Source: an optimization exercise on an open RTL-to-GDS flow (aim: small area, a short achievable clock period and few clock cycles per item). Production flows keep margins and buffers that such runs may drop. RTL that was checked went through simulation tests only; none was proved equivalent to the original. No functional check of the RTL was part of runs 2 to 9.

## flow/design.v (module list and top-level ports; edited modules follow where they fit)
// module qubit_measure: 2963 lines
// module qm_fa: 10 lines
// module qm_ha: 9 lines
// module qm_bsel: 10 lines
module qubit_measure (
    input  logic               clk,
    input  logic               rst,
    input  logic               in_valid,
    output logic               in_ready,
    input  logic signed [15:0] in_alpha,
    input  logic signed [15:0] in_beta,
    output logic               out_valid,
    input  logic               out_ready,
    output logic               out_bit,
    output logic [15:0]        out_alpha,
    output logic [15:0]        out_beta,
    output logic               out_err
);
  // ...
==> flow/flow/run.sh <==
#!/bin/bash
# Standard layout (the standard.sh), with timing repair aiming for extra
# setup slack so that the achieved period is short. The clock period and
# constraints are the design's.
set -euo pipefail
export SETUP_SLACK_MARGIN=7.6
bash standard.sh > standard.log 2>&1
==> flow/standard.sh <==
#!/bin/bash
# synth_recipe.tcl (not shown) runs the flow's synth.tcl, then flattens the netlist and writes it again
# the make line also repeats each setting of config.mk as NAME=value (left out here)
make -C /OpenROAD-flow-scripts/flow DESIGN_CONFIG=/design/flow/config.mk WORK_HOME=/design/flow/orfs CLKGATE_MAP_FILE= SYNTH_SCRIPT=/design/flow/synth_recipe.tcl "${@:-finish}"
==> flow/config.mk <==
export PLATFORM = sky130hd
export DESIGN_NAME = qubit_measure
export DESIGN_NICKNAME = qubit_measure
export VERILOG_FILES = /design/flow/design.v
export SDC_FILE = /design/flow/constraint.sdc
export NUM_CORES = 4
export LEC_CHECK = 0
export CAP_MARGIN = 20
export CORE_MARGIN = 2
export CORE_UTILIZATION = 40
export SLEW_MARGIN = 20
export SYNTH_HIERARCHICAL = 1
export SYNTH_MINIMUM_KEEP_SIZE = 0
==> flow/constraint.sdc <==
create_clock -name core_clock -period 11.0 [get_ports {clk}]
set_input_delay 2.2000 -clock core_clock [delete_from_list [all_inputs] [get_ports {clk}]]
set_output_delay 2.2000 -clock core_clock [all_outputs]
set_load 0.01 [all_outputs]
==> qor.csv, run 1 <==
stage;metric;value;unit
yosys;yosysWarningCount;9;
yosys;yosys.area.top_type;fa_1;
critical_path;rr_endpoint;t_q[19]$_DFF_P_;
floorplanning;fp.dieH;280;µm
global_route;grt_max_degree;36;
route;drtIter0Drc;911;
layout;final-clk-cell-share;4.39;%
layout;final_util;45.9;%
global_route;gr-usage-met1;24.9;%
route;wl;74.2;mm
yosys;synth-edff-count;4;
layout;multi_input_area_share;64.6;%
critical_path;cp-endpoint;t_q[19]$_DFF_P_;
critical_path;crit_required;11.51;ns
worst_hold_path;hold_end;bg_q$_DFF_P_;
placed_design;dp.cells;3493;
yosys;async_reset_ff_share;0;%
critical_path;critPathTopFamily;adder cells;
global_route;busiest_layer;met2;
layout;reg_top3;xa_q: 48 flops, xb_q: 47 flops, t_q: 32 flops;
run;cap_violations;0;
worst_hold_path;hold_path_class;flop to flop;
layout;ff_latch_area;0.00796;mm²
route;wl_met3;3.40;mm
placed_design;portBuffers;41;
status;status;complete, no violations;
route;route.detailed.drc;0;
layout;mostFrequentLayoutCells;fa_1, dfxtp_1, xnor2_1;
layout;antenna_cells;0;
Testbench counts, summed over its fixed seeds: cycles 2,096, items 2,048.
==> run 2: changes to the inputs <==
--- a/flow/design.v
+++ b/flow/design.v
@@ -7,18 +7,18 @@
     input  logic signed [15:0] in_beta,
     output logic               out_valid,
     input  logic               out_ready,
     output logic               out_bit,
     output logic [15:0]        out_alpha,
     output logic [15:0]        out_beta,
     output logic               out_err
 );
-    localparam int LAT = 5;           
-    localparam int D   = 7;           
+    localparam int LAT = 4;           
+    localparam int D   = 6;           
     logic        acc, take, push, res_bit, res_err;
     logic [15:0] lfsr_q, lfsr_nx;
     logic [15:0] a_q, b_q;
     logic [4:1] v_q;
     logic [31:0] p0_d, t_d;
     logic [47:0] xa, xb;
     assign lfsr_nx = lfsr_q[0] ? ((lfsr_q >> 1) ^ 16'hB400) : (lfsr_q >> 1);
     always_ff @(posedge clk) begin
@@ -30,20 +30,22 @@
     logic [17:0] rx;
     logic [7:0]  e1_q, e2_q, en_q;
     logic        er15_q;
     assign rx = {1'b0, rs0, 1'b0};
     always_ff @(posedge clk) begin
         for (int k = 0; k < 8; k++) begin
             e1_q[k] <= rx[2*k+1] ^ rx[2*k];
             e2_q[k] <= (rx[2*k+2] & ~rx[2*k+1] & ~rx[2*k]) | (~rx[2*k+2] & rx[2*k+1] & rx[2*k]);
-            en_q[k] <= rx[2*k+2];
         end
-        er15_q <= rs0[15];
     end
+    always_comb begin
+        for (int k = 0; k < 8; k++) en_q[k] = lfsr_q[2*k+1];
+    end
+    assign er15_q = lfsr_q[15];
     logic pp1;
     logic pp2;
     logic pp3;
     logic pp4;
     logic pp5;
     logic pp6;
     logic pp7;
     logic pp8;
@@ -1719,21 +1721,23 @@
     logic xs1670;
     logic xc1671;
     logic xs1672;
     logic xc1673;
     logic xs1674;
     logic xc1675;
     logic xs1676;
     logic xc1677;
-    logic [47:0] xa_q;
-    logic [47:0] xb_q;
     logic zr_q;
     logic bg_q;
     logic r15_q;
+    logic [11:0] xlo;
+    logic xc_q;
+    logic [36:0] xa_q;
+    logic [36:0] xb_q;
     assign pp1 = a_q[0];
     assign pp2 = a_q[0] & a_q[1];
     assign pp3 = a_q[0] & a_q[2];
     assign pp4 = a_q[0] & a_q[3];
     assign pp5 = a_q[0] & a_q[4];
     assign pp6 = a_q[0] & a_q[5];
     assign pp7 = a_q[0] & a_q[6];
     assign pp8 = a_q[0] & a_q[7];
@@ -2869,50 +2873,49 @@
     qm_fa u_xs1666 (.a(xs1576), .b(xc1486), .c(xc1575), .s(xs1666), .co(xc1667));
     qm_fa u_xs1668 (.a(xs1493), .b(xc1577), .c(xs1578), .s(xs1668), .co(xc1669));
     qm_fa u_xs1670 (.a(xs1497), .b(xc1579), .c(xs1580), .s(xs1670), .co(xc1671));
     qm_fa u_xs1672 (.a(xs1582), .b(xc1498), .c(xc1581), .s(xs1672), .co(xc1673));
     qm_fa u_xs1674 (.a(bp1109), .b(xc1583), .c(xs1584), .s(xs1674), .co(xc1675));
     qm_fa u_xs1676 (.a(xs1586), .b(np844), .c(xc1585), .s(xs1676), .co(xc1677));
     assign xa = {xc1677, xc1675, xc1673, xc1671, xc1669, xc1667, xc1665, xc1663, xc1661, xc1659, xc1657, xc1655, xc1653, xc1651, xc1649, xc1647, xc1645, xc1643, xc1641, xc1639, xc1637, xc1635, xc1633, xc1631, xc1629, xc1627, xc1625, xc1623, xc1621, xc1619, xc1617, xc1615, xc1613, xc1611, xc1609, xc1607, xc1605, xc1603, xc1601, xc1599, xc1597, xc1595, xc1593, xc1591, xc1589, xs1588, bp848, en_q[0]};
     assign xb = {xc1587, xs1676, xs1674, xs1672, xs1670, xs1668, xs1666, xs1664, xs1662, xs1660, xs1658, xs1656, xs1654, xs1652, xs1650, xs1648, xs1646, xs1644, xs1642, xs1640, xs1638, xs1636, xs1634, xs1632, xs1630, xs1628, xs1626, xs1624, xs1622, xs1620, xs1618, xs1616, xs1614, xs1612, xs1610, xs1608, xs1606, xs1604, xs1602, xs1600, xs1598, xs1596, xs1594, xs1592, xs1590, bp880, 1'b0, bp847};
+    assign xlo = {1'b0, xa[10:0]} + {1'b0, xb[10:0]};
     always_ff @(posedge clk) begin
         a_q <= in_alpha;
         b_q <= in_beta;
         sa0_q <= {qac348, qac346, qac344, qac342, qac340, qac338, qac336, qac334, qac332, qac330, qac328, qac326, qac324, qac322, qac320, qac318, qac316, qac314, qac312, qac310, qac308, qac306, qac304, qac302, qac300, qac298, qac296, qas295, pp3, pp2, 1'b0, pp1};
         sb0_q <= {pp138, qas347, qas345, qas343, qas341, qas339, qas337, qas335, qas333, qas331, qas329, qas327, qas325, qas323, qas321, qas319, qas317, qas315, qas313, qas311, qas309, qas307, qas305, qas303, qas301, qas299, qas297, pp31, 1'b0, pp16, 1'b0, 1'b0};
         sa1_q <= {qbc696, qbc694, qbc692, qbc690, qbc688, qbc686, qbc684, qbc682, qbc680, qbc678, qbc676, qbc674, qbc672, qbc670, qbc668, qbc666, qbc664, qbc662, qbc660, qbc658, qbc656, qbc654, qbc652, qbc650, qbc648, qbc646, qbc644, qbs643, pp351, pp350, 1'b0, pp349};
         sb1_q <= {pp486, qbs695, qbs693, qbs691, qbs689, qbs687, qbs685, qbs683, qbs681, qbs679, qbs677, qbs675, qbs673, qbs671, qbs669, qbs667, qbs665, qbs663, qbs661, qbs659, qbs657, qbs655, qbs653, qbs651, qbs649, qbs647, qbs645, pp379, 1'b0, pp364, 1'b0, 1'b0};
         zs_q <= (a_q == 16'd0) && (b_q == 16'd0);
         p0_q <= p0_d[30:0];
         t_q <= t_d;
         zt_q <= zs_q;
-        xa_q <= xa;
-        xb_q <= xb;
         zr_q <= zt_q;
         bg_q <= t_q[31];
         r15_q <= er15_q;
+        xc_q <= xlo[11];
+        xa_q <= xa[47:11];
+        xb_q <= xb[47:11];
     end
     always_ff @(posedge clk) begin
         v_q[1] <= acc & ~rst;
         v_q[2] <= v_q[1] & ~rst;
         v_q[3] <= v_q[2] & ~rst;
         v_q[4] <= v_q[3] & ~rst;
     end
-    logic [47:0] xs;
-    assign xs = xa_q + xb_q;
-    assign res_bit = bg_q ? r15_q : (~zr_q & ~xs[47]);
+    logic [36:0] xs;
+    assign xs = xa_q + xb_q + {{(36){1'b0}}, xc_q};
+    assign res_bit = bg_q ? r15_q : (~zr_q & ~xs[36]);
     assign res_err = zr_q;
-    logic rv_q, rb_q, re_q;
-    always_ff @(posedge clk) begin
-        rv_q <= v_q[LAT-1] & ~rst;
-        rb_q <= res_bit;
-        re_q <= res_err;
-    end
-    assign push = rv_q;
+    logic rb_q, re_q;
+    assign rb_q = res_bit;
+    assign re_q = res_err;
+    assign push = v_q[LAT];
     logic [D-1:0] qv_q, qb_q, qe_q;
     logic [D-1:0] sv, sb, se;
     logic [D+1:0] oc;              
     logic [D:1]   oc_q, oc_nx;
     logic         rdy_q, inc, dec;
     assign acc = in_valid & rdy_q;
     assign take = qv_q[0] & out_ready;
     assign inc = acc & ~take;
==> flow/flow/run.sh (replaced) <==
#!/bin/bash
# The standard layout (standard.sh) with timing repair aiming for extra
# setup slack, so that the achieved period is short. The clock period and
# constraints stay the design's.
set -euo pipefail
export SETUP_SLACK_MARGIN=7.6
export POST_SYNTH_TCL="$(pwd)/flow/downsize.tcl"
bash standard.sh > standard.log 2>&1
==> flow/flow/downsize.tcl (new file) <==
# Run after synthesis (POST_SYNTH_TCL): set every combinational cell that
# synthesis gave a drive strength above 1 to its drive-1 variant. The timing
# repair later sizes up what the critical paths need. Registers keep their
# cell type and size.
set n 0
foreach inst [get_cells *] {
  set m [get_property $inst ref_name]
  if {[regexp {^(sky130_fd_sc_hd__[a-z0-9]+)_([0-9]+)$} $m -> base sz] && $sz > 1} {
    if {[regexp {df|dl|sdf|edf|conb|clkbuf|clkinv|clkdly|tap|fill|decap} $base]} { continue }
    set cand "${base}_1"
    if {[llength [get_lib_cells -quiet */$cand]] > 0} {
      replace_cell $inst $cand
      incr n
    }
  }
}
puts "downsize: $n cells set to drive strength 1"
==> run 2 against run 1 <==
Still clean. Register-to-register slack got worse by 0.13 ns. Largest cell class unchanged. Non-clock buffer count is 40 lower. Highest routed layer unchanged. Die area decreased by 6.8%.
==> qor.csv, run 2 <==
stage;metric;value;unit;change
critical_path;crit_required;11.48;ns;-0.03 ns
critical_path;r2r-start;sa1_q[12]$_DFF_P_;;
cts;path_clk_slew;0.06;ns;
route;route.detailed.drc;0;;unchanged
critical_path;end_kind;flop;;
critical_path;cpMostUsedCell;fa_1;;
layout;final_common_cell;fa_1;;
status;status;complete, no violations;;
route;wl;77.6;mm;+4.6%
layout;antenna_cells;0;;unchanged
critical_path;crit_path_cell_trace;fa_1, fa_1, ha_4, nand4_1, or3_4, or4_4, a31o_4, a21oi_4, a31oi_4, o211a_1, a211oi_2;;
global_route;globalRouteTotalUtil;21.1;%;
floorplanning;die_x;270;µm;
global_route;grt_max_degree;39;;+8.3%
route;wl_per_cell;21.8;µm;
layout;reg_top3;xa_q: 37 flops, xb_q: 37 flops, t_q: 32 flops;;
timing;report.final.hold_viol_count;0;;
worst_hold_path;hp-start;t_q[31]$_DFF_P_;;
cts;clock_latency;0.58;ns;
route;vias;19800;;
layout;final_util;46.3;%;+0.33 points
cts;clock_sinks;355;;
placed_design;dp_hpwl;50.2;mm;
timing;finalSetupViolCount;0;;
global_route;grt_pass1_wl;121;mm;
timing;worst_slew_margin_rel;44.1;%;
cts;cts.hold.buffers_added;0;;
route;dr.pass1.iters;6;;
layout;area_growth;14.3;%;
layout;mostFrequentLayoutCells;fa_1, dfxtp_1, xnor2_1;;
timing;fin_crit_sh;32.5;%;
cts;tritoncts;done;;
global_route;grt_pass1_vias;21700;;
global_route;antenna_found_initial;1;;
critical_path;start_kind;flop;;
floorplanning;pin_count;72;;
critical_path;slowest_stage;fa_1;;
critical_path;r2r_slack;7.43;ns;
run;cap_violations;0;;unchanged
floorplanning;start_util;40.5;%;
timing;worst_pin_slew;0.837;ns;
worst_hold_path;whs_path_depth;0;;
route;drt-vias-per-instance;5.55;;
yosys;yosysWarningCount;9;;unchanged
cts;cts_buffers;42;;
cts;clk_path_buf_depth;3;;
floorplanning;fp.dieH;270;µm;-3.5%
yosys;syn_area;0.0283;mm²;
cts;cts_root_buffer;clkbuf_16;;
cts;htreeDepth;2;;
critical_path;worst_path_largest_cell_delay;0.55;ns;
timing;fin_setup_tns;0;ns;
layout;fillers;6322;;
placed_design;portBuffers;41;;unchanged
route;drtIter0Drc;1547;;+70%
critical_path;cp_max_fo;4;;
floorplanning;die-area;0.0730;mm²;
critical_path;r2r_cells;11;;
layout;layout-drive-gt1-share;8.58;%;
timing;drv_slew;0;;
worst_hold_path;hold_path_class;flop to flop;;
timing;fin_crit;3.57;ns;
critical_path;critPathTopFamily;adder cells;;
global_route;grt_overflow;0;;
timing;rsz0062_at_grt;yes;;
worst_hold_path;hold_end;bg_q$_DFF_P_;;
timing;finClkSkew;0.0301;ns;
timing;fmax;280;MHz;
floorplanning;rows;97;;
route;ant_nets;0;;
floorplanning;core_area;0.0700;mm²;
critical_path;arrival;4.05;ns;
critical_path;setup.worst_path.class;flop to flop;;
placed_design;gp_congestion;0.840;;
critical_path;rr_endpoint;t_q[31]$_DFF_P_;;
yosys;synthCells;2473;;
layout;nets;3271;;
critical_path;worst-path-buf-inv;0;;
yosys;avgSynthCellArea;11.5;µm²;
run 2: layer usage:
metal	vias to the layer above	GRT usage (%)	part of all wire [%]
met3	192	3.93	7.7
met1	10100	28.2	43
met5	-	0	0
met2	827	33.9	47
met4	0	8.20	3.1
li1	8672	-	-
run 2: how the worst max path moves through the flow:
| stage | startpoint | endpoint | depth (start not counted) |
|---|---|---|---|
| final | sa1_q[12]$_DFF_P_ | t_q[31]$_DFF_P_ | 11 |
| after global routing | sa1_q[14]$_DFF_P_ | t_q[26]$_DFF_P_ | 15 |
| after CTS | sa1_q[12]$_DFF_P_ | t_q[31]$_DFF_P_ | 11 |
| after detailed placement | out_ready | rdy_q$_SDFF_PP1_ | 7 |
| after global placement | out_ready | rdy_q$_SDFF_PP1_ | 7 |
| after floorplan | sa0_q[14]$_DFF_P_ | t_q[31]$_DFF_P_ | 11 |
run 2: worst reg2reg max path, delay by kind of cell, from the launching register on:
family	cells	cell delay (ns)
compound gates	5	0.92
fa+ha+maj	3	1.33
simple gates	3	0.94
flops	1	0.32
run 2: metrics by stage:
step	area [µm²]	worst slack (ns)	hold WS [ns]	std cells
floorplan	28700	7.51	0.310	2524
global placement	30100	6.86	0.316	3454
detailed placement	30100	6.86	0.338	3454
CTS	32000	7.37	0.343	3551
global route	32400	7.27	0.348	3562
finish	32400	7.43	0.341	3562
run 2: cell type report:
cell class	count	area (µm²)	share of cell area, %
multi-input combinational	2028	21200	65.4
sequential	355	7270	22.4
clock buffer	57	1210	3.74
tap	940	1180	3.63
timing repair buffer	100	1070	3.31
inverter	66	251	0.776
clock inverter	16	225	0.695
run 2: repair_timing:
action,CTS,global route
setup buffers,22,11
endpoints found under the setup margin,74,52
gates cloned,2,0
gates resized for setup,95,54
hold endpoints to repair,0,0
pin swaps,31,21
==> run 3: changes to the inputs <==
--- a/flow/config.mk
+++ b/flow/config.mk
@@ -8,6 +8,7 @@
 export CAP_MARGIN = 20
 export CORE_MARGIN = 2
 export CORE_UTILIZATION = 40
+export CTS_CLUSTER_SIZE = 30
 export SLEW_MARGIN = 20
 export SYNTH_HIERARCHICAL = 1
 export SYNTH_MINIMUM_KEEP_SIZE = 0
==> run 3 against run 2 <==
Still clean. Sequential share of layout area did not move. Fmax did not move. Hold slack did not move. First-iteration DRC count did not move. Final cell count did not move. Core utilization did not move. Area after synthesis did not move. Sequential cell count did not move. Largest cell class unchanged. Highest routed layer unchanged.
==> qor.csv, run 3 <==
stage;metric;value;unit;change
yosys;yosysWarningCount;9;;unchanged
global_route;grt_overflow;0;;unchanged
floorplanning;core_area;0.0700;mm²;unchanged
floorplanning;fp.dieH;270;µm;unchanged
floorplanning;pin_count;72;;unchanged
worst_hold_path;hold_path_class;flop to flop;;
floorplanning;rows;97;;unchanged
layout;fillers;6322;;unchanged
cts;tritoncts;done;;
critical_path;rr_endpoint;t_q[31]$_DFF_P_;;
cts;cts.hold.buffers_added;0;;unchanged
placed_design;portBuffers;41;;unchanged
route;vias;19800;;unchanged
layout;reg_top3;xa_q: 37 flops, xb_q: 37 flops, t_q: 32 flops;;
timing;fin_crit;3.57;ns;unchanged
critical_path;r2r_cells;11;;unchanged
run;cap_violations;0;;unchanged
worst_hold_path;hp-start;t_q[31]$_DFF_P_;;
timing;rsz0062_at_grt;yes;;
route;wl;77.6;mm;unchanged
cts;path_clk_slew;0.06;ns;about the same
cts;clock_latency;0.58;ns;about the same
layout;final_util;46.3;%;unchanged
critical_path;cp-endpoint;t_q[31]$_DFF_P_;;
timing;fin_setup_tns;0;ns;unchanged
route;wl_per_cell;21.8;µm;unchanged
route;route.detailed.drc;0;;unchanged
cts;clock_sinks;355;;unchanged
timing;finClkSkew;0.0301;ns;unchanged
critical_path;r2r_slack;7.43;ns;about the same
timing;worst_pin_slew;0.837;ns;unchanged
layout;final_common_cell;fa_1;;
cts;cts_root_buffer;clkbuf_16;;
layout;nets;3271;;unchanged
global_route;grt_max_degree;39;;unchanged
timing;finalSetupViolCount;0;;unchanged
global_route;grt_pass1_wl;121;mm;unchanged
cts;htreeDepth;2;;unchanged
layout;antenna_cells;0;;unchanged
critical_path;cp_max_fo;4;;unchanged
critical_path;setup.worst_path.class;flop to flop;;
floorplanning;start_util;40.5;%;unchanged
cts;clk_path_buf_depth;3;;unchanged
layout;area_growth;14.3;%;unchanged
critical_path;start_kind;flop;;
route;ant_nets;0;;unchanged
critical_path;arrival;4.05;ns;about the same
global_route;globalRouteTotalUtil;21.1;%;unchanged
route;drtIter0Drc;1547;;unchanged
timing;worst_slew_margin_rel;44.1;%;unchanged
route;dr.pass1.iters;6;;unchanged
critical_path;crit_start;sa1_q[12]$_DFF_P_;;
global_route;antenna_found_initial;1;;unchanged
timing;report.final.hold_viol_count;0;;unchanged
timing;fmax;280;MHz;unchanged
yosys;syn_area;0.0283;mm²;unchanged
placed_design;dp_hpwl;50.2;mm;unchanged
critical_path;r2r-start;sa1_q[12]$_DFF_P_;;
status;status;complete, no violations;;
placed_design;gp_congestion;0.840;;unchanged
critical_path;crit_required;11.48;ns;about the same
floorplanning;die-area;0.0730;mm²;unchanged
critical_path;end_kind;flop;;
route;drt-vias-per-instance;5.55;;unchanged
global_route;grt_pass1_vias;21700;;unchanged
layout;layout-drive-gt1-share;8.58;%;unchanged
yosys;synthCells;2473;;unchanged
floorplanning;die_x;270;µm;unchanged
layout;mostFrequentLayoutCells;fa_1, dfxtp_1, xnor2_1;;
timing;fin_crit_sh;32.5;%;unchanged
yosys;avgSynthCellArea;11.5;µm²;unchanged
timing;drv_slew;0;;unchanged
cts;cts_buffers;42;;unchanged
[run 3: through the flow]
step	cells	hold slack, ns	cell area, µm²	worst slack (ns)
2_1_floorplan	2524	0.310	28700	7.51
3_3_place_gp	3454	0.316	30100	6.86
4_1_cts	3551	0.343	32000	7.37
6_report	3562	0.341	32400	7.43
5_1_grt	3562	0.348	32400	7.27
3_5_place_dp	3454	0.338	30100	6.86
[run 3: how the worst min path moves through the flow]
stage,to,cells past startpoint
floorplan,bg_q$_DFF_P_,0
global placement,bg_q$_DFF_P_,0
detailed placement,bg_q$_DFF_P_,0
CTS,bg_q$_DFF_P_,0
global route,bg_q$_DFF_P_,0
finish,bg_q$_DFF_P_,0
[run 3: layer usage]
| metal | wire length [µm] | part of all wire [%] | global-route usage, % |
|---|---|---|---|
| met3 | 5940 | 7.7 | 3.93 |
| met5 | 0 | 0 | 0 |
| met2 | 36100 | 47 | 33.9 |
| met1 | 33100 | 43 | 28.2 |
| met4 | 2400 | 3.1 | 8.20 |
[run 3: worst max-delay path: stages (launching register included)]
cell and delay (ns):
dfxtp_2 0.32, fa_1 0.55, fa_1 0.46, ha_4 0.32
nand4_1 0.11, or3_4 0.39, or4_4 0.44, a31o_4 0.25
a21oi_4 0.16, a31oi_4 0.12, o211a_1 0.23, a211oi_2 0.15
[run 3: layout make-up]
| class | count | area (µm²) | area share, % |
|---|---|---|---|
| Multi-Input combinational cell | 2028 | 21200 | 65.4 |
| Sequential cell | 355 | 7270 | 22.4 |
| Clock buffer | 57 | 1210 | 3.74 |
| Tap cell | 940 | 1180 | 3.63 |
| Timing Repair Buffer | 100 | 1070 | 3.31 |
| Inverter | 66 | 251 | 0.776 |
| Clock inverter | 16 | 225 | 0.695 |
[run 3: timing repair]
item,CTS,global route
endpoints found under the setup margin,74,52
buffers inserted,22,11
pin swaps,31,21
gates cloned,2,0
resized for setup,95,54
==> run 4: changes to the inputs <==
--- a/flow/config.mk
+++ b/flow/config.mk
@@ -8,7 +8,7 @@
 export CAP_MARGIN = 20
 export CORE_MARGIN = 2
 export CORE_UTILIZATION = 40
-export CTS_CLUSTER_SIZE = 30
+export CTS_CLUSTER_SIZE = 60
 export SLEW_MARGIN = 20
 export SYNTH_HIERARCHICAL = 1
 export SYNTH_MINIMUM_KEEP_SIZE = 0
==> run 4 against run 3 <==
Largest cell class unchanged. Die area did not move. Still clean on timing, DRC and antenna. Count of clock-buffer cells in the layout did not move. Fmax barely moved. Critical path depth did not move.
==> qor.csv, run 4 <==
stage;metric;value;unit;change
layout;final_common_cell;fa_1;;
route;drtIter0Drc;1508;;-2.5%
route;vias;19800;;-0.061%
timing;report.final.hold_viol_count;0;;unchanged
timing;fin_setup_tns;0;ns;unchanged
yosys;syn_area;0.0283;mm²;unchanged
yosys;synthCells;2473;;unchanged
cts;clock_sinks;355;;unchanged
floorplanning;fp.dieH;270;µm;unchanged
floorplanning;start_util;40.5;%;unchanged
cts;clock_latency;0.59;ns;about the same
critical_path;crit_required;11.48;ns;about the same
timing;drv_slew;0;;unchanged
critical_path;crit_path_cell_trace;fa_1, fa_1, ha_2, nand2_1, or3_4, or4_4, a31o_4, a21oi_4, a31oi_4, o211a_1, a211oi_2;;
layout;antenna_cells;0;;unchanged
timing;fmax;280;MHz;about the same
placed_design;portBuffers;41;;unchanged
critical_path;r2r_cells;11;;unchanged
global_route;grt_pass1_vias;21600;;-0.014%
floorplanning;pin_count;72;;unchanged
critical_path;setup.worst_path.class;flop to flop;;
timing;worst_pin_slew;0.832;ns;-0.00518 ns
critical_path;start_kind;flop;;
cts;cts_root_buffer;clkbuf_16;;
critical_path;worst-path-buf-inv;0;;unchanged
route;ant_nets;0;;unchanged
status;status;complete, no violations;;
route;dr.pass1.iters;6;;unchanged
global_route;grt_pass1_wl;121;mm;unchanged
route;wl_per_cell;21.8;µm;+0.19%
timing;finClkSkew;0.0307;ns;+0.000538 ns
worst_hold_path;hp-start;t_q[31]$_DFF_P_;;
route;wl;77.8;mm;+0.19%
worst_hold_path;whs_path_depth;0;;unchanged
critical_path;cp_max_fo;7;;+3
timing;rsz0062_at_grt;yes;;
timing;hold_ws;0.341;ns;+0.0000240 ns
placed_design;dp.cells;3454;;unchanged
layout;finalNonFillerCells;3562;;unchanged
timing;worst_slew_margin_rel;44.5;%;+0.35 points
global_route;antenna_found_initial;1;;unchanged
route;drt-vias-per-instance;5.55;;about the same
critical_path;arrival;4.05;ns;about the same
global_route;globalRouteTotalUtil;21.1;%;unchanged
critical_path;r2r-start;sa0_q[16]$_DFF_P_;;
cts;cts_buffers;42;;unchanged
yosys;yosysWarningCount;9;;unchanged
critical_path;slowest_stage;fa_1;;
layout;reg_top3;xa_q: 37 flops, xb_q: 37 flops, t_q: 32 flops;;
timing;finalSetupViolCount;0;;unchanged
critical_path;worst_path_largest_cell_delay;0.55;ns;about the same
critical_path;critPathTopFamily;adder cells;;
layout;area_growth;14.3;%;unchanged
route;route.detailed.drc;0;;unchanged
cts;path_clk_slew;0.06;ns;about the same
layout;nets;3271;;unchanged
placed_design;gp_congestion;0.840;;unchanged
worst_hold_path;hold_end;bg_q$_DFF_P_;;
placed_design;post-place-ws;6.86;ns;unchanged
global_route;grt_max_degree;39;;unchanged
floorplanning;die-area;0.0730;mm²;unchanged
floorplanning;die_x;270;µm;unchanged
critical_path;end_kind;flop;;
yosys;avgSynthCellArea;11.5;µm²;unchanged
timing;fin_ws;7.43;ns;+0.000410 ns
layout;layout-drive-gt1-share;8.58;%;unchanged
cts;clk_path_buf_depth;3;;unchanged
timing;fin_crit_sh;32.5;%;about the same
floorplanning;rows;97;;unchanged
critical_path;critical_path_depth;11;;unchanged
critical_path;rr_endpoint;t_q[31]$_DFF_P_;;
critical_path;r2r_slack;7.43;ns;about the same
worst_hold_path;hold_path_class;flop to flop;;
critical_path;cpMostUsedCell;fa_1;;
cts;htreeDepth;2;;unchanged
layout;mostFrequentLayoutCells;fa_1, dfxtp_1, xnor2_1;;
cts;cts.hold.buffers_added;0;;unchanged
floorplanning;core_area;0.0700;mm²;unchanged
timing;fin_crit;3.57;ns;-0.000410 ns
run;cap_violations;0;;unchanged
placed_design;dp_hpwl;50.2;mm;unchanged
cts;tritoncts;done;;
global_route;grt_overflow;0;;unchanged
==> run 4: cell counts in the layout (fill, tap and decap cells not counted) <==
Identical to the previous run, type by type.
==> run 4: area by class of cell <==
type	instances	area [µm²]
Inverter	66	251
Multi-Input combinational cell	2028	21200
Tap cell	940	1180
Clock buffer	57	1210
Fill cell	6322	37600
Clock inverter	16	225
Timing Repair Buffer	100	1070
Sequential cell	355	7270
==> run 4: worst max path at each step <==
stage / start / endpoint / slack, ns
2_1_floorplan: sa0_q[14]$_DFF_P_ / t_q[31]$_DFF_P_ / 7.51
3_3_place_gp: out_ready / rdy_q$_SDFF_PP1_ / 6.86
3_5_place_dp: out_ready / rdy_q$_SDFF_PP1_ / 6.86
4_1_cts: sa1_q[12]$_DFF_P_ / t_q[31]$_DFF_P_ / 7.37
5_1_grt: sa1_q[14]$_DFF_P_ / t_q[26]$_DFF_P_ / 7.27
6_report: sa0_q[16]$_DFF_P_ / t_q[31]$_DFF_P_ / 7.43
==> run 4: routing by layer <==
metal	routed length [µm]	track usage (%)	share of wire [%]	vias up
met5	0	0	0	-
met4	2540	8.20	3.3	0
met1	33200	28.2	43	10000
met3	6090	3.93	7.8	208
li1	-	-	-	8670
met2	35900	33.9	46	847
==> run 4: repair_timing <==
action | CTS | global route
endpoints found under the setup margin | 74 | 52
gates cloned | 2 | 0
pin swaps | 31 | 21
resized for setup | 95 | 54
buffers inserted | 22 | 11
==> run 4: through the flow <==
| step | util, % | instance area (µm²) |
|---|---|---|
| 6_report | 46.3 | 32400 |
| 4_1_cts | 45.7 | 32000 |
| 3_5_place_dp | 43.0 | 30100 |
| 2_1_floorplan | - | 28700 |
| 5_1_grt | 46.3 | 32400 |
| 3_3_place_gp | 43.0 | 30100 |
==> run 5: changes to the inputs <==
--- a/flow/config.mk
+++ b/flow/config.mk
@@ -8,7 +8,8 @@
 export CAP_MARGIN = 20
 export CORE_MARGIN = 2
 export CORE_UTILIZATION = 40
-export CTS_CLUSTER_SIZE = 60
+export CTS_CLUSTER_DIAMETER = 150
+export CTS_CLUSTER_SIZE = 30
 export SLEW_MARGIN = 20
 export SYNTH_HIERARCHICAL = 1
 export SYNTH_MINIMUM_KEEP_SIZE = 0
==> run 5 against run 4 <==
Non-clock buffer count is 7 higher. Sequential cell count stayed put. Hold slack worse by 0.010 ns. Area after synthesis stayed put. Setup slack worse by 0.037 ns. Fmax is 1.0% lower. Final cell count is 1.2% lower. Core utilization is 1.2 points lower. Global-route usage is 0.51 points lower. Critical path type unchanged. Critical endpoint unchanged. Highest routed layer unchanged.
==> qor.csv, run 5 <==
stage;metric;value;unit;change
status;status;complete, no violations;;
placed_design;portBuffers;41;;unchanged
cts;clk_path_buf_depth;3;;unchanged
timing;fin_ws;7.39;ns;-0.0374 ns
route;vias;19500;;-1.3%
floorplanning;die-area;0.0730;mm²;unchanged
yosys;avgSynthCellArea;11.5;µm²;unchanged
timing;fin_crit;3.61;ns;+0.0374 ns
global_route;antenna_found_initial;1;;unchanged
cts;clock_latency;0.56;ns;-0.03 ns
cts;htreeDepth;1;;-1
route;drt-vias-per-instance;5.54;;-0.14%
route;wl;76.3;mm;-1.9%
layout;layout-drive-gt1-share;7.95;%;-0.64 points
global_route;globalRouteTotalUtil;20.6;%;-0.51 points
layout;mostFrequentLayoutCells;fa_1, dfxtp_1, xnor2_1;;
timing;worst_slew_margin_rel;44.9;%;+0.45 points
critical_path;arrival;4.07;ns;+0.02 ns
global_route;grt_pass1_wl;119;mm;-1.7%
timing;report.final.hold_viol_count;0;;unchanged
worst_hold_path;whs_path_depth;0;;unchanged
cts;cts_root_buffer;clkbuf_16;;
floorplanning;rows;97;;unchanged
yosys;yosysWarningCount;9;;unchanged
critical_path;r2r_cells;11;;unchanged
yosys;synthCells;2473;;unchanged
cts;tritoncts;done;;
critical_path;r2r-start;sa0_q[13]$_DFF_P_;;
route;route.detailed.drc;0;;unchanged
placed_design;post-place-ws;6.86;ns;unchanged
layout;nets;3252;;-0.58%
cts;clock_sinks;355;;unchanged
floorplanning;die_x;270;µm;unchanged
placed_design;dp.cells;3454;;unchanged
route;ant_nets;0;;unchanged
placed_design;gp_congestion;0.840;;unchanged
layout;reg_top3;xa_q: 37 flops, xb_q: 37 flops, t_q: 32 flops;;
worst_hold_path;hold_path_class;flop to flop;;
critical_path;start_kind;flop;;
layout;antenna_cells;0;;unchanged
global_route;grt_max_degree;39;;unchanged
critical_path;crit_required;11.46;ns;-0.02 ns
route;wl_per_cell;21.7;µm;-0.72%
timing;finalSetupViolCount;0;;unchanged
route;drtIter0Drc;1361;;-9.7%
floorplanning;pin_count;72;;unchanged
timing;fmax;277;MHz;-1.0%
placed_design;dp_hpwl;50.2;mm;unchanged
route;dr.pass1.iters;7;;+1
layout;area_growth;11.3;%;
timing;rsz0062_at_grt;yes;;
layout;final_util;45.0;%;-1.2 points
critical_path;setup.worst_path.class;flop to flop;;
timing;fin_setup_tns;0;ns;unchanged
critical_path;end_kind;flop;;
layout;finalNonFillerCells;3520;;-1.2%
worst_hold_path;hp-start;t_q[31]$_DFF_P_;;
floorplanning;start_util;40.5;%;unchanged
cts;cts_buffers;16;;-62%
cts;cts.hold.buffers_added;0;;unchanged
floorplanning;core_area;0.0700;mm²;unchanged
timing;drv_slew;0;;unchanged
yosys;syn_area;0.0283;mm²;unchanged
cts;path_clk_slew;0.12;ns;+0.06 ns
timing;finClkSkew;0.0237;ns;-0.00699 ns
layout;final_common_cell;fa_1;;
run;cap_violations;0;;unchanged
floorplanning;fp.dieH;270;µm;unchanged
critical_path;crit_start;sa0_q[13]$_DFF_P_;;
critical_path;cp_max_fo;5;;-2
timing;fin_crit_sh;32.8;%;+0.34 points
timing;worst_pin_slew;0.825;ns;-0.00677 ns
global_route;grt_overflow;0;;unchanged
global_route;grt_pass1_vias;21300;;-1.6%
[run 5: final cells by class]
cell class                 count  area (µm²)
inverter                      66         251
tap                          940        1180
multi-input combinational   2028       21200
fill                        6409       38500
sequential                   355        7270
clock inverter                 4        41.3
timing repair buffer         107        1140
clock buffer                  20         437
[run 5: worst paths after layout]
kind	slack (ns)	to
hold reg to reg	0.33	bg_q$_DFF_P_
hold / removal	0.33	bg_q$_DFF_P_
setup / recovery	7.39	t_q[31]$_DFF_P_
setup reg to reg	7.39	t_q[31]$_DFF_P_
[run 5: critical path, stage by stage, from the launching register on]
cell,delay [ns]
dfxtp_2,0.35
fa_1,0.54
fa_1,0.45
ha_4,0.32
nand4_1,0.13
or3_4,0.39
or4_4,0.44
a31o_4,0.25
a21oi_4,0.16
a31oi_4,0.12
o211a_1,0.23
a211oi_2,0.15
[run 5: stage by stage]
step | instance area, µm² | hold WS [ns]
after global routing | 31500 | 0.347
after global placement | 30100 | 0.316
after detailed placement | 30100 | 0.338
after floorplan | 28700 | 0.310
final | 31500 | 0.331
after CTS | 31100 | 0.349
[run 5: what timing repair did]
item                       CTS  global route
setup endpoints to repair   76            51
gates cloned                 2             0
buffers inserted            20            20
gates resized for setup     92            74
pin swaps                   20            17
[run 5: metal layers]
metal | up-vias | global-route usage [%] | routed length [µm]
li1 | 8601 | - | -
met5 | - | 0 | 0
met3 | 167 | 3.36 | 5900
met2 | 783 | 33.6 | 35100
met1 | 9960 | 28.1 | 32900
met4 | 0 | 6.06 | 2350
==> run 6: changes to the inputs <==
--- a/flow/config.mk
+++ b/flow/config.mk
@@ -7,9 +7,7 @@
 export LEC_CHECK = 0
 export CAP_MARGIN = 20
 export CORE_MARGIN = 2
-export CORE_UTILIZATION = 40
-export CTS_CLUSTER_DIAMETER = 150
-export CTS_CLUSTER_SIZE = 30
+export CORE_UTILIZATION = 60
 export SLEW_MARGIN = 20
 export SYNTH_HIERARCHICAL = 1
 export SYNTH_MINIMUM_KEEP_SIZE = 0
==> run 6 against run 5 <==
Still clean. Clock skew shrank 0.0043 ns. Register-to-register slack worse by 0.08 ns. Global-route usage rose by 9.7 points. Core utilization increased by 24 points. Non-clock buffer count shrank 7. Synthesized cell count is the same. Critical path depth stayed put. Routed wire length decreased by 2.7%. Hold slack worse by 0.0018 ns. Area after synthesis unchanged. Die area fell by 33%. Critical path type unchanged.
==> qor.csv, run 6 <==
stage;metric;value;unit;change
status;status;complete, no violations;;
worst_hold_path;hold_path_class;flop to flop;;
timing;finClkSkew;0.0194;ns;-0.00428 ns
cts;clock_sinks;355;;unchanged
yosys;syn_area;0.0283;mm²;unchanged
placed_design;dp.cells;3112;;-9.9%
global_route;grt_overflow;0;;unchanged
placed_design;placed_cell_area;0.0296;mm²;-1.6%
route;drtIter0Drc;1719;;+26%
cts;tritoncts;done;;
cts;cts.hold.buffers_added;0;;unchanged
critical_path;worst_path_largest_cell_delay;0.56;ns;+0.02 ns
route;wl_per_cell;23.0;µm;+6.2%
critical_path;setup.worst_path.class;flop to flop;;
timing;fmax;271;MHz;-2.2%
timing;rsz0062_at_grt;yes;;
cts;htreeDepth;2;;+1
timing;fin_setup_tns;0;ns;unchanged
critical_path;slowest_stage;fa_1;;
critical_path;arrival;4.18;ns;+0.11 ns
yosys;synthCells;2473;;unchanged
global_route;antenna_found_initial;0;;-1
layout;fillers;3520;;-45%
critical_path;start_kind;flop;;
placed_design;portBuffers;41;;unchanged
yosys;yosysWarningCount;9;;unchanged
cts;cts_root_buffer;clkbuf_16;;
timing;finalSetupViolCount;0;;unchanged
cts;path_clk_slew;0.06;ns;-0.06 ns
critical_path;r2r-start;sa0_q[17]$_DFF_P_;;
floorplanning;core_area;0.0466;mm²;-34%
critical_path;crit_path_cell_trace;fa_1, fa_1, ha_1, nand2_1, or3_4, or4_4, a31o_1, a21oi_2, a31oi_4, o211a_1, a211oi_2;;
route;dr.pass1.iters;7;;unchanged
critical_path;end_kind;flop;;
timing;drv_slew;0;;unchanged
worst_hold_path;whs_path_depth;0;;unchanged
critical_path;r2r_slack;7.31;ns;-0.08 ns
layout;nets;3269;;+0.52%
layout;mostFrequentLayoutCells;fa_1, dfxtp_1, xnor2_1;;
cts;clock_latency;0.58;ns;+0.02 ns
critical_path;cp_max_fo;4;;-1
route;route.detailed.drc;0;;unchanged
placed_design;gp_congestion;0.852;;+1.4%
layout;layout-drive-gt1-share;9.20;%;+1.3 points
route;vias;19900;;+1.8%
run;cap_violations;0;;unchanged
critical_path;cpMostUsedCell;fa_1;;
layout;area_growth;12.8;%;
global_route;globalRouteTotalUtil;30.3;%;+9.7 points
layout;antenna_cells;0;;unchanged
global_route;grt_pass1_vias;21100;;-1.2%
timing;worst_slew_margin_rel;34.7;%;-10 points
cts;cts_buffers;40;;+24
timing;worst_pin_slew;0.979;ns;+0.153 ns
timing;fin_crit_sh;33.5;%;+0.73 points
floorplanning;pin_count;72;;unchanged
layout;final_area;0.0320;mm²;+1.3%
yosys;avgSynthCellArea;11.5;µm²;unchanged
critical_path;crit_required;11.49;ns;+0.03 ns
route;wl;74.2;mm;-2.7%
critical_path;r2r_cells;11;;unchanged
global_route;grt_pass1_wl;116;mm;-2.4%
critical_path;rr_endpoint;t_q[31]$_DFF_P_;;
route;ant_nets;0;;unchanged
placed_design;dp_hpwl;49.2;mm;-2.0%
layout;finalNonFillerCells;3226;;-8.4%
route;drt-vias-per-instance;6.16;;+11%
floorplanning;fp.dieH;221;µm;-18%
worst_hold_path;hp-start;t_q[31]$_DFF_P_;;
timing;report.final.hold_viol_count;0;;unchanged
cts;clk_path_buf_depth;3;;unchanged
timing;fin_crit;3.69;ns;+0.0804 ns
layout;final_util;68.6;%;+24 points
floorplanning;die-area;0.0490;mm²;-33%
global_route;grt_max_degree;39;;unchanged
worst_hold_path;hold_end;bg_q$_DFF_P_;;
floorplanning;rows;79;;-19%
layout;reg_top3;xa_q: 37 flops, xb_q: 37 flops, t_q: 32 flops;;
floorplanning;start_util;60.9;%;+20 points
floorplanning;die_x;221;µm;-18%
layout;final_common_cell;fa_1;;
## run 6: repair_timing
| action | CTS | global route |
|---|---|---|
| setup buffers | 28 | 15 |
| gates cloned | 1 | 0 |
| endpoints found under the setup margin | 71 | 42 |
| hold endpoints to repair | 0 | 0 |
| gates resized for setup | 94 | 82 |
| pin swaps | 26 | 22 |
## run 6: routing by layer
layer	GRT usage, %	routed length, µm	share of wire, %	vias up
li1	-	-	-	8665
met1	40.7	30600	41	10100
met2	50.1	35000	47	925
met3	5.32	6090	8.2	182
met4	9.40	2550	3.4	0
met5	0	0	0	-
## run 6: through the flow
step                      setup WS [ns]  hold slack (ns)
after floorplan                    7.51            0.310
after global placement             6.83            0.315
after detailed placement           6.82            0.314
after CTS                          7.35            0.329
after global routing               7.18            0.346
final                              7.31            0.329
## run 6: cell type report
class,count,area (µm²),area share [%]
clock buffer,55,1140,3.57
clock inverter,15,229,0.717
inverter,66,251,0.787
multi-input combinational,2028,21200,66.4
sequential,355,7290,22.8
tap,607,759,2.38
timing repair buffer,100,1070,3.36
## run 6: critical path: cells and delay by family (launching register included)
family          cells  cell delay, ns
fa+ha+maj           3            1.39
compound gates      5            1.00
simple gates        3            0.91
flops               1            0.33
## run 6: worst max-delay path by stage
| stage | cells after the start | start | to | slack [ns] |
|---|---|---|---|---|
| final | 11 | sa0_q[17]$_DFF_P_ | t_q[31]$_DFF_P_ | 7.31 |
| after global routing | 11 | sa0_q[16]$_DFF_P_ | t_q[31]$_DFF_P_ | 7.18 |
| after CTS | 11 | sa1_q[13]$_DFF_P_ | t_q[31]$_DFF_P_ | 7.35 |
| after detailed placement | 7 | out_ready | rdy_q$_SDFF_PP1_ | 6.82 |
| after global placement | 7 | out_ready | rdy_q$_SDFF_PP1_ | 6.83 |
| after floorplan | 11 | sa0_q[14]$_DFF_P_ | t_q[31]$_DFF_P_ | 7.51 |
==> run 7: changes to the inputs <==
--- a/flow/config.mk
+++ b/flow/config.mk
@@ -7,7 +7,9 @@
 export LEC_CHECK = 0
 export CAP_MARGIN = 20
 export CORE_MARGIN = 2
-export CORE_UTILIZATION = 60
+export CORE_UTILIZATION = 40
+export CTS_CLUSTER_DIAMETER = 100
+export CTS_CLUSTER_SIZE = 20
 export SLEW_MARGIN = 20
 export SYNTH_HIERARCHICAL = 1
 export SYNTH_MINIMUM_KEEP_SIZE = 0
==> run 7 against run 6 <==
Routed wire length grew 3.9%. Via count shrank 0.73%. Synthesized cell count is the same. Fmax grew 2.7%. Area after synthesis is the same. Hold slack gained 0.014 ns. Die area grew 49%. Largest cell class unchanged.
==> qor.csv, run 7 <==
stage;metric;value;unit;change
worst_hold_path;whs_path_depth;0;;unchanged
placed_design;portBuffers;41;;unchanged
critical_path;start_kind;flop;;
layout;nets;3261;;-0.24%
critical_path;r2r_slack;7.41;ns;+0.10 ns
timing;fin_setup_tns;0;ns;unchanged
critical_path;arrival;4.10;ns;-0.08 ns
timing;fin_crit_sh;32.7;%;-0.90 points
yosys;avgSynthCellArea;11.5;µm²;unchanged
timing;worst_slew_margin_rel;45.1;%;+10 points
layout;finalNonFillerCells;3537;;+9.6%
timing;worst_pin_slew;0.822;ns;-0.157 ns
route;drtIter0Drc;1558;;-9.4%
floorplanning;core_area;0.0700;mm²;+50%
yosys;syn_area;0.0283;mm²;unchanged
placed_design;gp_congestion;0.840;;-1.3%
timing;drv_slew;0;;unchanged
global_route;grt_overflow;0;;unchanged
critical_path;end_kind;flop;;
cts;clk_path_buf_depth;3;;unchanged
yosys;yosysWarningCount;9;;unchanged
layout;mostFrequentLayoutCells;fa_1, dfxtp_1, xnor2_1;;
timing;hold_ws;0.343;ns;+0.0142 ns
timing;fin_crit;3.59;ns;-0.0986 ns
global_route;grt_pass1_vias;21300;;+1.4%
timing;rsz0062_at_grt;yes;;
timing;report.final.hold_viol_count;0;;unchanged
yosys;synthCells;2473;;unchanged
floorplanning;die_x;270;µm;+22%
critical_path;crit_required;11.50;ns;about the same
cts;clock_sinks;355;;unchanged
layout;area_growth;12.2;%;
floorplanning;die-area;0.0730;mm²;+49%
global_route;grt_max_degree;39;;unchanged
cts;cts_buffers;25;;-38%
global_route;globalRouteTotalUtil;20.7;%;-9.6 points
route;route.detailed.drc;0;;unchanged
critical_path;cp_max_fo;7;;+3
route;wl_per_cell;21.8;µm;-5.2%
timing;finalSetupViolCount;0;;unchanged
route;wl;77.2;mm;+3.9%
timing;finClkSkew;0.0228;ns;+0.00336 ns
floorplanning;rows;97;;+23%
route;vias;19700;;-0.73%
layout;final_util;45.4;%;-23 points
cts;clock_latency;0.59;ns;about the same
cts;cts_root_buffer;clkbuf_16;;
placed_design;dp_hpwl;50.2;mm;+2.1%
worst_hold_path;hold_path_class;flop to flop;;
route;ant_nets;0;;unchanged
critical_path;setup.worst_path.class;flop to flop;;
layout;final_common_cell;fa_1;;
critical_path;r2r_cells;11;;unchanged
cts;tritoncts;done;;
layout;layout-drive-gt1-share;7.97;%;-1.2 points
global_route;antenna_found_initial;1;;+1
layout;reg_top3;xa_q: 37 flops, xb_q: 37 flops, t_q: 32 flops;;
floorplanning;start_util;40.5;%;-20 points
cts;path_clk_slew;0.09;ns;+0.03 ns
status;status;complete, no violations;;
run;cap_violations;0;;unchanged
timing;fmax;278;MHz;+2.7%
layout;fillers;6370;;+81%
route;drt-vias-per-instance;5.57;;-9.5%
cts;htreeDepth;1;;-1
route;dr.pass1.iters;7;;unchanged
floorplanning;pin_count;72;;unchanged
placed_design;dp.cells;3454;;+11%
global_route;grt_pass1_wl;120;mm;+2.8%
floorplanning;fp.dieH;270;µm;+22%
-- run 7: cell type report --
type,count,area (µm²),area share [%]
diodes,1,2.50,0.00787
clock buffers,28,637,2.00
clock inverters,12,164,0.515
inverters,66,251,0.791
multi-input cells,2028,21200,66.5
flip-flops and latches,355,7270,22.9
well taps,940,1180,3.70
repair buffers,107,1140,3.58
-- run 7: routing by layer --
metal	up-vias	global-route usage [%]	wire length (µm)	part of all wire (%)
met5	-	0	0	0
met4	0	6.44	2270	2.9
met3	170	3.08	6040	7.8
met2	868	33.8	35800	46
met1	10000	28.3	33100	43
li1	8631	-	-	-
-- run 7: final timing paths --
kind	start	to
max reg2reg	sa0_q[16]$_DFF_P_	t_q[31]$_DFF_P_
min reg2reg	t_q[31]$_DFF_P_	bg_q$_DFF_P_
min	t_q[31]$_DFF_P_	bg_q$_DFF_P_
max	sa0_q[16]$_DFF_P_	t_q[31]$_DFF_P_
-- run 7: repair_timing --
| item | 4_1_cts | 5_1_grt |
|---|---|---|
| gates cloned | 2 | 0 |
| buffers inserted | 19 | 21 |
| setup endpoints to repair | 74 | 52 |
| resized for setup | 89 | 64 |
| hold buffers | 0 | 0 |
| pin swaps | 24 | 17 |
-- run 7: worst max-delay path, stage by stage, from the launching register on --
cell,delay (ns)
dfxtp_1,0.34
fa_1,0.55
fa_1,0.42
ha_2,0.41
nand2_1,0.10
or3_4,0.34
or4_4,0.44
a31o_4,0.25
a21oi_4,0.16
a31oi_4,0.12
o211a_1,0.23
a211oi_2,0.15
-- run 7: through the flow --
| step | setup WS (ns) | area (µm²) |
|---|---|---|
| final | 7.41 | 31800 |
| after global routing | 7.31 | 31800 |
| after CTS | 7.37 | 31300 |
| after detailed placement | 6.86 | 30100 |
| after global placement | 6.86 | 30100 |
| after floorplan | 7.51 | 28700 |
==> run 8: changes to the inputs <==
--- a/flow/config.mk
+++ b/flow/config.mk
@@ -8,8 +8,8 @@
 export CAP_MARGIN = 20
 export CORE_MARGIN = 2
 export CORE_UTILIZATION = 40
-export CTS_CLUSTER_DIAMETER = 100
-export CTS_CLUSTER_SIZE = 20
+export CTS_CLUSTER_DIAMETER = 120
+export CTS_CLUSTER_SIZE = 25
 export SLEW_MARGIN = 20
 export SYNTH_HIERARCHICAL = 1
 export SYNTH_MINIMUM_KEEP_SIZE = 0
==> run 8 against run 7 <==
Still clean. Core utilization decreased by 0.37 points. Register-to-register slack is essentially flat. Critical path type unchanged.
==> qor.csv, run 8 <==
stage;metric;value;unit;change
timing;worst_slew_margin_rel;43.3;%;-1.8 points
layout;final_common_cell;fa_1;;
critical_path;cp_max_fo;3;;-4
global_route;gr-usage-met1;28.5;%;+0.13 points
placed_design;dp_hpwl;50.2;mm;unchanged
global_route;grt_overflow;0;;unchanged
cts;tritoncts;done;;
timing;rsz0062_at_grt;yes;;
floorplanning;rows;97;;unchanged
global_route;busiest_layer;met2;;
critical_path;setup.worst_path.class;flop to flop;;
route;drtIter0Drc;1413;;-9.3%
route;ant_nets;0;;unchanged
critical_path;start_kind;flop;;
placed_design;portBuffers;41;;unchanged
global_route;grt_max_degree;39;;unchanged
global_route;grtUsageMet2;33.8;%;+0.068 points
yosys;yosysWarningCount;9;;unchanged
yosys;syn_area;0.0283;mm²;unchanged
cts;htreeDepth;1;;unchanged
cts;clock_latency;0.57;ns;-0.02 ns
layout;reg_top3;xa_q: 37 flops, xb_q: 37 flops, t_q: 32 flops;;
layout;multi_input_area;0.0212;mm²;about the same
layout;final_util;45.1;%;-0.37 points
worst_hold_path;hold_end;bg_q$_DFF_P_;;
route;route.detailed.drc;0;;unchanged
route;dr.pass1.iters;6;;-1
floorplanning;die-area;0.0730;mm²;unchanged
timing;hold_ws;0.326;ns;-0.0170 ns
critical_path;end_kind;flop;;
cts;clk_path_buf_depth;3;;unchanged
floorplanning;fp.dieH;270;µm;unchanged
critical_path;r2r-start;sa0_q[14]$_DFF_P_;;
global_route;antenna_found_initial;0;;-1
global_route;grt_pass1_wl;120;mm;about the same
global_route;grt_pass1_vias;21300;;-0.29%
route;drt-vias-per-instance;5.56;;-0.21%
layout;layout-drive-gt1-share;7.46;%;-0.51 points
floorplanning;pin_count;72;;unchanged
critical_path;arrival;4.05;ns;-0.05 ns
critical_path;rr_endpoint;t_q[31]$_DFF_P_;;
global_route;globalRouteTotalUtil;20.6;%;-0.027 points
critical_path;crit_start;sa0_q[14]$_DFF_P_;;
route;wl_per_cell;21.7;µm;-0.47%
layout;area_growth;11.3;%;
critical_path;r2r_cells;11;;unchanged
status;status;complete, no violations;;
layout;fillers;6406;;+0.57%
floorplanning;start_util;40.5;%;unchanged
floorplanning;core_area;0.0700;mm²;unchanged
route;vias;19600;;-0.52%
timing;finalSetupViolCount;0;;unchanged
timing;fin_setup_tns;0;ns;unchanged
cts;cts_buffers;18;;-28%
timing;fin_crit;3.58;ns;-0.00733 ns
placed_design;gp_congestion;0.840;;unchanged
timing;drv_slew;0;;unchanged
timing;fmax;279;MHz;+0.20%
timing;finClkSkew;0.0429;ns;+0.0201 ns
timing;fin_crit_sh;32.6;%;-0.067 points
cts;cts_root_buffer;clkbuf_16;;
layout;antenna_cells;0;;-1
yosys;synthCells;2473;;unchanged
layout;nets;3258;;-0.092%
worst_hold_path;hp-start;t_q[31]$_DFF_P_;;
route;wl;76.5;mm;-0.78%
timing;worst_pin_slew;0.849;ns;+0.0273 ns
floorplanning;die_x;270;µm;unchanged
yosys;avgSynthCellArea;11.5;µm²;unchanged
global_route;met3_usage;2.82;%;-0.26 points
layout;mostFrequentLayoutCells;fa_1, dfxtp_1, xnor2_1;;
timing;report.final.hold_viol_count;0;;unchanged
worst_hold_path;hold_path_class;flop to flop;;
cts;clock_sinks;355;;unchanged
run;cap_violations;0;;unchanged
layout;ff_latch_area;0.00727;mm²;about the same
cts;path_clk_slew;0.11;ns;+0.02 ns
critical_path;r2r_slack;7.42;ns;about the same
critical_path;crit_required;11.47;ns;-0.03 ns
worst_hold_path;whs_path_depth;0;;unchanged
cts;cts.hold.buffers_added;0;;unchanged
[run 8: metrics by stage]
step | setup WS [ns] | area [µm²] | cells
2_1_floorplan | 7.51 | 28700 | 2524
3_3_place_gp | 6.86 | 30100 | 3454
3_5_place_dp | 6.86 | 30100 | 3454
4_1_cts | 7.36 | 31200 | 3508
5_1_grt | 7.28 | 31500 | 3526
6_report | 7.42 | 31500 | 3526
[run 8: cell type report]
class	count	share of cell area, %
inverter	66	0.797
tap	940	3.73
clock buffer	23	1.59
timing repair buffer	111	3.64
clock inverter	3	0.0833
multi-input combinational	2028	67.1
sequential	355	23.0
[run 8: worst max-delay path: stages, from the launching register on]
cell	delay [ns]
dfxtp_2	0.34
fa_1	0.55
fa_1	0.46
ha_4	0.29
nand4_1	0.12
or3_4	0.39
or4_4	0.44
a31o_4	0.25
a21oi_4	0.16
a31oi_4	0.12
o211a_1	0.24
a211oi_2	0.15
[run 8: per-layer routing]
layer  vias to the layer above  part of all wire (%)
met5                         -                     0
met4                         0                   2.9
met3                       160                   7.5
met2                       828                    46
met1                     10000                    43
li1                       8611                     -
[run 8: what timing repair did]
item / in CTS / in global routing
setup endpoints to repair: 77 / 64
setup buffers: 27 / 17
resized for setup: 97 / 52
hold endpoints to repair: 0 / 0
cloned: 1 / 1
pin swaps: 26 / 14
[run 8: how the worst max path moves through the flow]
stage | endpoint | slack [ns] | depth (start not counted)
3_3_place_gp | rdy_q$_SDFF_PP1_ | 6.86 | 7
2_1_floorplan | t_q[31]$_DFF_P_ | 7.51 | 11
4_1_cts | t_q[31]$_DFF_P_ | 7.36 | 11
3_5_place_dp | rdy_q$_SDFF_PP1_ | 6.86 | 7
5_1_grt | t_q[31]$_DFF_P_ | 7.28 | 11
6_report | t_q[31]$_DFF_P_ | 7.42 | 11
==> run 9: changes to the inputs <==
==> flow/flow/run.sh (replaced) <==
#!/bin/bash
set -euo pipefail
export SETUP_SLACK_MARGIN=7.8
export POST_SYNTH_TCL="$(pwd)/flow/downsize.tcl"
bash standard.sh > standard.log 2>&1
--- a/flow/config.mk
+++ b/flow/config.mk
@@ -8,8 +8,8 @@
 export CAP_MARGIN = 20
 export CORE_MARGIN = 2
 export CORE_UTILIZATION = 40
-export CTS_CLUSTER_DIAMETER = 120
-export CTS_CLUSTER_SIZE = 25
+export CTS_CLUSTER_DIAMETER = 100
+export CTS_CLUSTER_SIZE = 20
 export SLEW_MARGIN = 20
 export SYNTH_HIERARCHICAL = 1
 export SYNTH_MINIMUM_KEEP_SIZE = 0
==> run 9 against run 8 <==
Sequential cell count unchanged. Area after synthesis did not move. Final cell count grew 1.2%. Hold slack better by 0.0079 ns.
==> qor.csv, run 9 <==
stage;metric;value;unit;change
critical_path;crit_start;sa1_q[11]$_DFF_P_;;
cts;clk_path_buf_depth;3;;unchanged
floorplanning;start_util;40.5;%;unchanged
critical_path;r2r-start;sa1_q[11]$_DFF_P_;;
yosys;syn_area;0.0283;mm²;unchanged
cts;htreeDepth;1;;unchanged
critical_path;cp_max_fo;4;;+1
layout;finalNonFillerCells;3568;;+1.2%
placed_design;dp_hpwl;50.6;mm;+0.66%
global_route;grt_pass1_vias;21500;;+1.1%
global_route;globalRouteTotalUtil;21.4;%;+0.81 points
cts;tritoncts;done;;
route;drtIter0Drc;1746;;+24%
layout;mostFrequentLayoutCells;fa_1, dfxtp_1, xnor2_1;;
timing;fmax;277;MHz;-0.73%
cts;clock_latency;0.58;ns;about the same
yosys;yosysWarningCount;9;;unchanged
cts;cts_buffers;24;;+6
layout;area_growth;15.4;%;
floorplanning;die_x;270;µm;unchanged
worst_hold_path;hold_path_class;flop to flop;;
route;vias;19900;;+1.7%
global_route;grt_max_degree;39;;unchanged
status;status;complete, no violations;;
placed_design;dp.cells;3446;;-0.23%
timing;fin_setup_tns;0;ns;unchanged
placed_design;gp_congestion;0.867;;+3.2%
cts;cts_root_buffer;clkbuf_16;;
route;wl_per_cell;22.4;µm;+3.0%
layout;layout-drive-gt1-share;13.0;%;+5.5 points
timing;worst_pin_slew;0.727;ns;-0.122 ns
global_route;antenna_found_initial;0;;unchanged
route;wl;79.8;mm;+4.2%
timing;report.final.hold_viol_count;0;;unchanged
critical_path;end_kind;flop;;
critical_path;arrival;4.11;ns;+0.06 ns
placed_design;portBuffers;41;;unchanged
floorplanning;pin_count;72;;unchanged
route;dr.pass1.iters;6;;unchanged
timing;worst_slew_margin_rel;51.5;%;+8.1 points
floorplanning;die-area;0.0730;mm²;unchanged
run;cap_violations;0;;unchanged
timing;fin_crit;3.61;ns;+0.0263 ns
floorplanning;core_area;0.0700;mm²;unchanged
floorplanning;rows;97;;unchanged
global_route;grt_pass1_wl;124;mm;+3.2%
global_route;grt_overflow;0;;unchanged
worst_hold_path;hp-start;t_q[31]$_DFF_P_;;
critical_path;r2r_slack;7.39;ns;-0.03 ns
yosys;avgSynthCellArea;11.5;µm²;unchanged
yosys;synthCells;2473;;unchanged
layout;final_common_cell;fa_1;;
timing;fin_crit_sh;32.8;%;+0.24 points
layout;reg_top3;xa_q: 37 flops, xb_q: 37 flops, t_q: 32 flops;;
critical_path;start_kind;flop;;
critical_path;setup.worst_path.class;flop to flop;;
timing;rsz0062_at_grt;yes;;
route;route.detailed.drc;0;;unchanged
timing;drv_slew;0;;unchanged
critical_path;crit_required;11.50;ns;+0.03 ns
timing;finalSetupViolCount;0;;unchanged
cts;clock_sinks;355;;unchanged
timing;hold_ws;0.334;ns;+0.00786 ns
floorplanning;fp.dieH;270;µm;unchanged
timing;finClkSkew;0.0219;ns;-0.0210 ns
route;drt-vias-per-instance;5.59;;+0.52%
cts;path_clk_slew;0.08;ns;-0.03 ns
## run 9: repair_timing
action | 4_1_cts | 5_1_grt
hold buffers | 0 | 0
pin swaps | 42 | 50
setup endpoints to repair | 93 | 73
resized for setup | 133 | 85
buffers inserted | 56 | 28
gates cloned | 2 | 0
## run 9: through the flow
step | setup WS [ns] | area [µm²] | utilization, %
after floorplan | 7.50 | 28900 | -
after global placement | 6.85 | 30200 | 43.2
after detailed placement | 6.85 | 30200 | 43.2
after CTS | 7.37 | 32000 | 45.7
after global routing | 7.30 | 32700 | 46.7
final | 7.39 | 32700 | 46.7
## run 9: final timing paths
kind | endpoint | cells past startpoint
min reg2reg | bg_q$_DFF_P_ | 0
max | t_q[31]$_DFF_P_ | 11
max reg2reg | t_q[31]$_DFF_P_ | 11
min | bg_q$_DFF_P_ | 0
## run 9: worst max-delay path, stage by stage (launching register included)
cell and delay (ns):
dfxtp_2 0.33, fa_1 0.55, fa_1 0.46, ha_4 0.31
nand4_1 0.11, or3_4 0.40, or4_4 0.44, a31o_4 0.25
a21oi_4 0.18, a31oi_4 0.13, o211a_1 0.24, a211oi_2 0.14
## run 9: final cells by class
type,instances,area [µm²]
Fill cell,6326,37300
Multi-Input combinational cell,2028,21500
Sequential cell,355,7300
Timing Repair Buffer,143,1720
Tap cell,940,1180
Clock buffer,28,637
Inverter,66,251
Clock inverter,7,78.8
Antenna cell,1,2.50
## run 9: layer usage
| layer | vias to the layer above | track usage, % | share of wire, % |
|---|---|---|---|
| li1 | 8701 | - | - |
| met1 | 10100 | 29.0 | 42 |
| met2 | 949 | 35.1 | 46 |
| met3 | 189 | 3.18 | 8.1 |
| met4 | 0 | 7.76 | 3.4 |
| met5 | - | 0 | 0 |

## port drivers added, routing unchanged
How much do the figures lean on ideal ports? The routed layouts below were timed once more, with nothing changed but the port constraints.
Step 1 (the two cells are an assumption about what drives the block):
set clk [get_ports {clk}]
set_driving_cell -lib_cell sky130_fd_sc_hd__clkbuf_16 $clk
set_driving_cell -lib_cell sky130_fd_sc_hd__buf_2 [delete_from_list [all_inputs] $clk]
Step 2 times the ports against the registers' clock, not the clock port: input delays grow and output delays shrink by t, the midpoint of the rising clock arrivals with the driver on.
Slacks: ideal / step 1 / step 2; pairs: ideal / step 1.
run | t (ns) | slack for setup (ns) | worst hold slack (ns)
run 1 | 0.639 | 7.556 / 7.556 / 7.170 | 0.326 / 0.326 / 0.326
run 2 | 0.631 | 7.427 / 7.427 / 7.247 | 0.341 / 0.341 / 0.341
run 3 | 0.631 | 7.427 / 7.427 / 7.247 | 0.341 / 0.341 / 0.341
run 4 | 0.631 | 7.428 / 7.428 / 7.247 | 0.341 / 0.341 / 0.341
run 5 | 0.605 | 7.390 / 7.390 / 7.265 | 0.331 / 0.331 / 0.331
run 6 | 0.627 | 7.310 / 7.310 / 7.253 | 0.329 / 0.329 / 0.329
run 7 | 0.647 | 7.408 / 7.408 / 7.261 | 0.343 / 0.343 / 0.343
run 8 | 0.609 | 7.416 / 7.416 / 7.271 | 0.326 / 0.326 / 0.326
run 9 | 0.635 | 7.390 / 7.390 / 7.296 | 0.334 / 0.334 / 0.334
After both steps setup and hold are still met in every run listed. For run 1, which loses most, drivers alone change the setup slack by 0.000 ns; drivers and shift together by -0.386 ns.
